From an optimization exercise on the open Yosys and OpenROAD flow, aimed at small area; shortcuts taken in it are not production practice. The RTL was checked by simulation tests, not by an equivalence proof against the original design. Power is estimated from default activity; no workload was simulated.

## reg_file_32x32
module reg_file_32x32 #(
    parameter int DATA_W = 32,
    parameter int ADDR_W = 5
) (
    input  logic              clk,
    input  logic              rst_n,
    input  logic              wr_valid,
    output logic              wr_ready,
    input  logic [ADDR_W-1:0] wr_addr,
    input  logic [DATA_W-1:0] wr_data,
    input  logic [ADDR_W-1:0] rd_addr_a,
    output logic [DATA_W-1:0] rd_data_a,
    input  logic [ADDR_W-1:0] rd_addr_b,
    output logic [DATA_W-1:0] rd_data_b,
    input  logic              clr_req,
    output logic              clr_busy,
    output logic              clr_done
);
    localparam int DEPTH = 1 << ADDR_W;
    logic [DATA_W-1:0] regs [DEPTH];
    logic [DEPTH-1:0]  valid;
    logic              busy;
    logic              done;
    logic [ADDR_W-1:0] clr_idx;
    logic              wr_fire;
    logic [DEPTH-1:0]  we;
    logic [DEPTH-1:0]  sel_a;
    logic [DEPTH-1:0]  sel_b;
    assign wr_ready = ~(busy | done);
    assign clr_busy = busy;
    assign clr_done = done;
    assign wr_fire  = wr_valid & wr_ready;
    always_ff @(posedge clk or negedge rst_n) begin
        if (!rst_n) begin
            busy    <= 1'b0;
            done    <= 1'b0;
            clr_idx <= '0;
        end else begin
            done <= busy & (&clr_idx);
            if (busy) begin
                clr_idx <= clr_idx + 1'b1;
                if (&clr_idx) busy <= 1'b0;
            end else if (!done && clr_req) begin
                busy <= 1'b1;
            end
        end
    end
    always_comb begin
        for (int i = 0; i < DEPTH; i++) begin
            we[i]    = wr_fire && wr_addr == ADDR_W'(i);
            sel_a[i] = valid[i] && rd_addr_a == ADDR_W'(i);
            sel_b[i] = valid[i] && rd_addr_b == ADDR_W'(i);
        end
    end
    always_ff @(posedge clk or negedge rst_n) begin
        if (!rst_n) begin
            valid <= '0;
        end else begin
            for (int i = 0; i < DEPTH; i++) begin
                if (busy && clr_idx == ADDR_W'(i)) valid[i] <= 1'b0;
                else if (we[i]) valid[i] <= 1'b1;
            end
  ...
Size in the first run: ~1100 flip-flops, ~120 I/O pins, ~40000 um^2 of cells after synthesis.
export LEC_CHECK = 0
export CAP_MARGIN = 20
export CORE_MARGIN = 2
export CORE_UTILIZATION = 50
export PLACE_DENSITY = 0.65
export SLEW_MARGIN = 20
export SYNTH_HIERARCHICAL = 1
create_clock -name core_clock -period 10.0 [get_ports {clk}]
standard.sh (not shown) runs the stock make flow with config.mk's settings and CLKGATE_MAP_FILE= SYNTH_SCRIPT=/design/flow/synth_recipe.tcl, a recipe that flattens the netlist after the stock synthesis.
==> flow/flow/run.sh <==
#!/bin/bash
# Layout flow: the standard ORFS flow (standard.sh), with two changes to how the
# layout is built:
#  * the port buffers are sky130_fd_sc_hd__buf_2 cells (one per input and output port);
#  * clock tree synthesis uses no dummy loads, small sink clusters of clkbuf_8 leaf
#    buffers and a clkbuf_16 root.
# make's full output goes to flow_make.log; each ORFS step writes its own log under
# orfs/logs/.
set -euo pipefail
CTS_ARGS="-sink_clustering_enable -repair_clock_nets -dont_use_dummy_load"
CTS_ARGS+=" -sink_clustering_size 18 -sink_clustering_max_diameter 60"
CTS_ARGS+=" -root_buf sky130_fd_sc_hd__clkbuf_16 -sink_clustering_buffer sky130_fd_sc_hd__clkbuf_8"
CTS_ARGS+=" -buf_list {sky130_fd_sc_hd__clkbuf_8 sky130_fd_sc_hd__clkbuf_16}"
bash standard.sh \
  "BUFFER_PORTS_ARGS=-buffer_cell sky130_fd_sc_hd__buf_2" \
  "CTS_ARGS=$CTS_ARGS" \
  finish > flow_make.log 2>&1
Next try:
==> flow/run.sh (new file) <==
#!/bin/bash
# synth_recipe.tcl (not shown) runs the flow's synth.tcl, then flattens the netlist and writes it again
# the make line also repeats each setting of config.mk as NAME=value (left out here)
make -C /OpenROAD-flow-scripts/flow DESIGN_CONFIG=/design/flow/config.mk WORK_HOME=/design/flow/orfs CLKGATE_MAP_FILE= SYNTH_SCRIPT=/design/flow/synth_recipe.tcl finish
Settings changed: CTS_CLUSTER_DIAMETER set to 60, CTS_CLUSTER_SIZE set to 18.
removed: flow/flow/run.sh
removed: flow/standard.sh
Result: Setup slack degrades by 790 ps; combinational power grows by 6.5%; clock power grows by 52%; total power grows by 16%; final area grows by 5.1%.

re-timing with driven ports:
The results above use ideal ports. As a check the final layouts listed here were re-extracted and re-timed, cells and wires unchanged. Step 1: set_driving_cell puts a clkbuf_16 on clk and a buf_2 on each other input, an assumption about the parent block. Step 2 adds t to the input delays and takes it off the output delays; t is the mean of the earliest and latest rising clock arrival at the registers after step 1. Input paths then give back, and output paths get back, about the clock's delay inside the block. Three values: no drivers, after step 1, after step 2; two values: the first two.
| run | t, ns | setup WS [ns] | worst setup path at the end |
|---|---|---|---|
| the first run | 0.702 | 2.744 / 2.719 / 2.719 | input to output |
| the second run | 0.718 | 1.957 / 1.911 / 1.911 | input to output |
After both steps every run listed still meets setup and hold. For the second run, which loses most, drivers alone change the setup slack by -0.046 ns; drivers and shift together by -0.046 ns.
